What follows belongs to an exercise in optimizing a design on an open flow for a short achievable clock period and few clock cycles; a production flow would make more cautious choices. In this exercise RTL edits were held to simulation tests only and were not proved equivalent to the original.

==> build 67: inputs <==
==> flow/design.v (excerpt) <==
module cpu_top (
   input  logic                 clk,
   input  logic                 reset,
   input  cpu_types_pkg::word_t ram_rdata,
   output cpu_types_pkg::word_t ram_addr,
   output cpu_types_pkg::word_t ram_wdata,
   output logic                 ram_re,
   output logic                 ram_we,
   output logic                 halt
);
   localparam logic [6:0] OP_IMM = 7'b0010011;
   localparam logic [6:0] LUI    = 7'b0110111;
   localparam logic [6:0] AUIPC  = 7'b0010111;
   localparam logic [6:0] OP     = 7'b0110011;
   localparam logic [6:0] JAL    = 7'b1101111;
   localparam logic [6:0] JALR   = 7'b1100111;
   localparam logic [6:0] BRANCH = 7'b1100011;
   localparam logic [6:0] LOAD   = 7'b0000011;
   localparam logic [6:0] STORE  = 7'b0100011;
   localparam logic [6:0] SYSTEM = 7'b1110011;
   logic [11:0]  addr_q;     
   logic         re_q, we_q;
   logic         fetch_q;    
   logic         from_ic_q;  
   logic [11:0]  fpc_q;      
   logic [31:0]  wdata_q;
   logic         halt_q;
   logic [11:0]  seq_q;      
   logic [31:12] pc_hi;      
   assign ram_addr  = {20'b0, addr_q};
   assign ram_re    = re_q;
   assign ram_we    = we_q;
   assign ram_wdata = wdata_q;
   assign halt      = halt_q;
   logic [31:1][31:0] rf;
   logic        wa_en, wq_en, wb_en;
   logic [4:0]  wa_rd, wq_rd, wb_rd;
   logic [31:0] wa_data, wq_data, wb_data;
   always_ff @(posedge clk) begin
      for (int i = 1; i < 32; i++) begin
         if (wq_en && wq_rd == 5'(i)) begin
            rf[i] <= wq_data;
         end else if (wb_en && wb_rd == 5'(i)) begin
            rf[i] <= wb_data;
         end
      end
   end
   logic        a_valid;    
   logic        a_ic;       
   logic        a_bh, a_bt;  
   logic [11:0] a_pc;
   logic [31:0] ic_q;
   logic [31:0] a_inst;
   logic        a_is_jal, a_is_br, a_pred, a_stay;
   logic [11:0] a_joff, a_boff;
   logic [11:0] a_jsum, a_bsum;
  ...
Settings: LEC_CHECK=0, ABC_CLOCK_PERIOD_IN_PS=3000, CAP_MARGIN=20, CORE_MARGIN=2, CORE_UTILIZATION=40, SETUP_SLACK_MARGIN=5, SLEW_MARGIN=20, TNS_END_PERCENT=100; clock period 9.0 ns.
run.sh (not shown) runs the stock make flow with config.mk's settings and CLKGATE_MAP_FILE= SYNTH_SCRIPT=/design/flow/synth_recipe.tcl, a recipe that flattens the netlist after the stock synthesis.
==> build 97: changes against build 67 <==
--- a/flow/design.v
+++ b/flow/design.v
@@ -118,11 +118,10 @@
    localparam logic [6:0] STORE  = 7'b0100011;
    localparam logic [6:0] SYSTEM = 7'b1110011;
    logic [11:0]  addr_q;     
    logic         re_q, we_q;
    logic         fetch_q;    
-   logic         from_ic_q;  
    logic [11:0]  fpc_q;      
    logic [31:0]  wdata_q;
    logic         halt_q;
    logic [11:0]  seq_q;      
    logic [31:12] pc_hi;      
@@ -143,23 +142,21 @@
             rf[i] <= wb_data;
          end
       end
    end
    logic        a_valid;    
-   logic        a_ic;       
    logic        a_bh, a_bt;  
    logic [11:0] a_pc;
-   logic [31:0] ic_q;
    logic [31:0] a_inst;
    logic        a_is_jal, a_is_br, a_pred, a_stay;
    logic [11:0] a_joff, a_boff;
    logic [11:0] a_jsum, a_bsum;
    logic        a_jc, a_bc, a_jstay, a_bstay;
    logic [11:0] a_tgt;
    logic [31:0] r;
    assign r        = ram_rdata;
-   assign a_inst   = a_ic ? ic_q : ram_rdata;
+   assign a_inst   = ram_rdata;
    assign a_is_jal = r[6:0] == JAL;
    assign a_is_br  = r[6:0] == BRANCH;
    assign a_joff   = {r[20], r[30:21], 1'b0};
    assign a_boff   = {r[7], r[30:25], r[11:8], 1'b0};
    ks_add #(.W(12)) u_jadd (.a(a_pc), .b(a_joff), .cin(1'b0), .sum(a_jsum), .cout(a_jc));
@@ -176,11 +173,11 @@
    assign a_rstay = a_rc == r[31];
    assign a_fuse  = a_is_jalr && pa_v && r[19:15] == pa_rd && a_pc == pa_pc + 12'd4;
    assign a_tgt    = a_is_jal ? a_jsum : (a_is_jalr ? {a_rsum[11:1], 1'b0} : a_bsum);
    assign a_stay   = a_is_jal ? a_jstay : (a_is_jalr ? a_rstay : a_bstay);
    logic a_spred;
-   assign a_spred  = !a_ic && (a_is_jal || (a_is_br && r[31]) || a_fuse);
+   assign a_spred  = a_is_jal || (a_is_br && r[31]) || a_fuse;
    assign a_pred   = a_bh ? a_bt : a_spred;
    logic [1:0]  iq_v;
    logic [31:0] iq_inst0, iq_inst1;
    logic [11:0] iq_pc0, iq_pc1;
    logic        iq_pred0, iq_pred1, iq_stay0, iq_stay1;
@@ -314,15 +311,13 @@
          s_imm = {{11{s_inst[31]}}, s_inst[31], s_inst[19:12], s_inst[20], s_inst[30:21], 1'b0};
       else
          s_imm = {{20{s_inst[31]}}, s_inst[31:20]};
    end
    logic [31:0][31:0] rf0;
-   logic [31:0]       f_inst;
    assign rf0    = {rf, 32'b0};
-   assign f_inst = src_iq ? iq_inst0 : ic_q;
-   assign rf_rs1 = (src_iq || a_ic) ? rf0[f_inst[19:15]] : rf0[r[19:15]];
-   assign rf_rs2 = (src_iq || a_ic) ? rf0[f_inst[24:20]] : rf0[r[24:20]];
+   assign rf_rs1 = src_iq ? rf0[iq_inst0[19:15]] : rf0[r[19:15]];
+   assign rf_rs2 = src_iq ? rf0[iq_inst0[24:20]] : rf0[r[24:20]];
    always_comb begin
       if (wa_fwd && wa_rd == s_rs1)     s_r1 = wa_data;
       else if (wq_en && wq_rd == s_rs1) s_r1 = wq_data;
       else if (wb_en && wb_rd == s_rs1) s_r1 = wb_data;
       else                              s_r1 = rf_rs1;
@@ -397,56 +392,15 @@
       c = {1'b0, iq_v[0]} + {1'b0, iq_v[1]};
       if (pop)  c = c - 2'd1;
       if (push) c = c + 2'd1;
       iq_cnt_next = c;
    end
-   logic fetch_room, ic_go;
-   assign fetch_room = !halt_q && ({1'b0, iq_cnt_next} + {2'b0, fetch_q} <= 3'd1);
-   assign can_fetch  = !port_mem && fetch_room;
-   logic [15:0]  ic_v;
-   logic [11:6]  ic_tag  [16];
-   logic [31:0]  ic_data [16];
-   logic         a_plain;
-   logic         st_v, fl_v, fl_plain;
-   logic [11:2]  st_a, fl_pc;
-   logic [31:0]  fl_data;
-   assign a_plain = !(a_is_jal || a_is_br || a_is_jalr);
-   logic [11:0] seq_nb;
-   assign seq_nb  = fetch_q ? fpc_q + 12'd4 : seq_q;
-   assign ic_go   = fetch_room && !(a_valid && !a_bh && a_spred) && !(fetch_q && f_hit && f_taken) &&
-                    ic_v[seq_nb[5:2]] && ic_tag[seq_nb[5:2]] == seq_nb[11:6];
-   always_ff @(posedge clk) begin
-      st_a     <= agu[11:2];
-      fl_pc    <= a_pc[11:2];
-      fl_plain <= a_plain;
-      fl_data  <= ram_rdata;
-      if (reset) begin
-         ic_v <= '0;
-         st_v <= 1'b0;
-         fl_v <= 1'b0;
-      end else begin
-         st_v <= e_exec && e_st;
-         fl_v <= a_valid && !a_ic;
-         if (fl_v) begin
-            ic_v[fl_pc[5:2]]    <= fl_plain;
-            ic_tag[fl_pc[5:2]]  <= fl_pc[11:6];
-            ic_data[fl_pc[5:2]] <= fl_data;
-         end
-         if (st_v && ic_tag[st_a[5:2]] == st_a[11:6]) begin
-            ic_v[st_a[5:2]] <= 1'b0;
-         end
-      end
-   end
-   always_ff @(posedge clk) begin
-      ic_q <= ic_data[fpc_q[5:2]];
-   end
+   assign can_fetch = !port_mem && !halt_q && ({1'b0, iq_cnt_next} + {2'b0, fetch_q} <= 3'd1);
    always_ff @(posedge clk) begin
       if (reset) begin
          addr_q  <= 12'b0;
          fpc_q   <= 12'b0;
-         from_ic_q <= 1'b0;
-         a_ic    <= 1'b0;
          a_bh    <= 1'b0;
          pa_v    <= 1'b0;
          pc_hi   <= 20'b0;
          re_q    <= 1'b1;
          we_q    <= 1'b0;
@@ -462,25 +416,18 @@
       end else begin
          if (port_mem) begin
             addr_q  <= agu;
             re_q    <= e_ld;
             we_q    <= e_st;
-            if (ic_go) begin
-               fetch_q   <= 1'b1;
-               from_ic_q <= 1'b1;
-               fpc_q     <= seq_nb;
-            end else begin
-               fetch_q <= 1'b0;
-               seq_q   <= next_pc;
-            end
+            fetch_q <= 1'b0;
+            seq_q   <= next_pc;
          end else if (can_fetch) begin
             addr_q    <= next_pc;
             fpc_q     <= next_pc;
             re_q      <= 1'b1;
             we_q      <= 1'b0;
             fetch_q   <= 1'b1;
-            from_ic_q <= 1'b0;
          end else begin
             re_q    <= 1'b0;
             we_q    <= 1'b0;
             fetch_q <= 1'b0;
             seq_q   <= next_pc;
@@ -488,11 +435,10 @@
          if (redirect_e) begin
             pc_hi <= tgt_e[31:12];
          end
          a_valid <= fetch_q && !redirect_e && !redirect_d;
          a_pc    <= fpc_q;
-         a_ic    <= from_ic_q;
          a_bh    <= f_hit;
          if (redirect_e) begin
             pa_v <= 1'b0;
          end else if (a_valid) begin
             pa_v <= a_inst[6:0] == AUIPC && a_inst[31:12] == 20'b0 && a_inst[11:7] != 5'd0;
==> flow_metrics.py <==
metrics = {
    "status": {
        "status": "complete, no violations",
    },
    "detailed_routing": {
        "wl_per_cell_um": 37.4,
        "vias_per_cell": 7.00,
        "via_count": 98608,
        "dr.pass1.iters": 9,
    },
    "sta": {
        "tightest_slew_ns": 1.21,
        "finalCritPeriodShare_pct": 46.5,
    },
    "critical_path": {
        "timing.rr.end": "addr_q[6]",
        "worst-path-buf-inv": 5,
        "cp_max_fo": 6,
    },
    "final_layout": {
        "num-nonclk-inverters": 187,
        "nonClkBufAreaFrac_pct": 8.82,
        "fillers": 22681,
    },
    "die": {
        "core_um2": 249000,
        "die_x_um": 505,
    },
    "synth": {
        "synthMuxAreaShare_pct": 15.2,
    },
}
# the run above: build 97

==> flow_metrics.py <==
metrics = {
    "die": {
        "die_x_um": 561,
        "core_um2": 309000,
    },
    "sta": {
        "tightest_slew_ns": 1.30,
        "finalCritPeriodShare_pct": 48.5,
    },
    "final_layout": {
        "num-nonclk-inverters": 220,
        "nonClkBufAreaFrac_pct": 6.98,
    },
    "status": {
        "status": "complete, no violations",
    },
    "synth": {
        "synthMuxAreaShare_pct": 24.5,
    },
    "detailed_routing": {
        "via_count": 95537,
        "vias_per_cell": 6.76,
    },
    "critical_path": {
        "cp_max_fo": 27,
    },
}
# the run above: build 67

Testbench counts of build 67, summed over its fixed seeds: cycles 159,244.
Testbench counts of build 97, summed over its fixed seeds: cycles 163,195.

-- port drivers added, routing unchanged --
No port has a modelled driver above. Below, the same layouts with a new extraction and two added sets of constraints. Step 1: set_driving_cell puts a clkbuf_16 on clk and a buf_2 on each other input, an assumption about the parent block. Step 2 times the ports against the registers' clock, not the clock port: input delays grow and output delays shrink by t, the midpoint of the rising clock arrivals with the driver on. Slacks: ideal / step 1 / step 2; pairs: ideal / step 1.
| run | t, ns | slack for setup (ns) | worst setup path at the end | worst data-port slew with drivers (ns) | pins driven straight from the clock port |
|---|---|---|---|---|---|
| build 67 | 1.032 | 4.631 / 4.654 / 3.663 | input to register | 0.12 | 1 |
| build 97 | 0.953 | 4.814 / 4.814 / 3.883 | input to register | 0.19 | 1 |
After both steps every run listed still meets setup and hold. For build 67, which loses most, drivers alone change the setup slack by +0.023 ns; drivers and shift together by -0.968 ns.
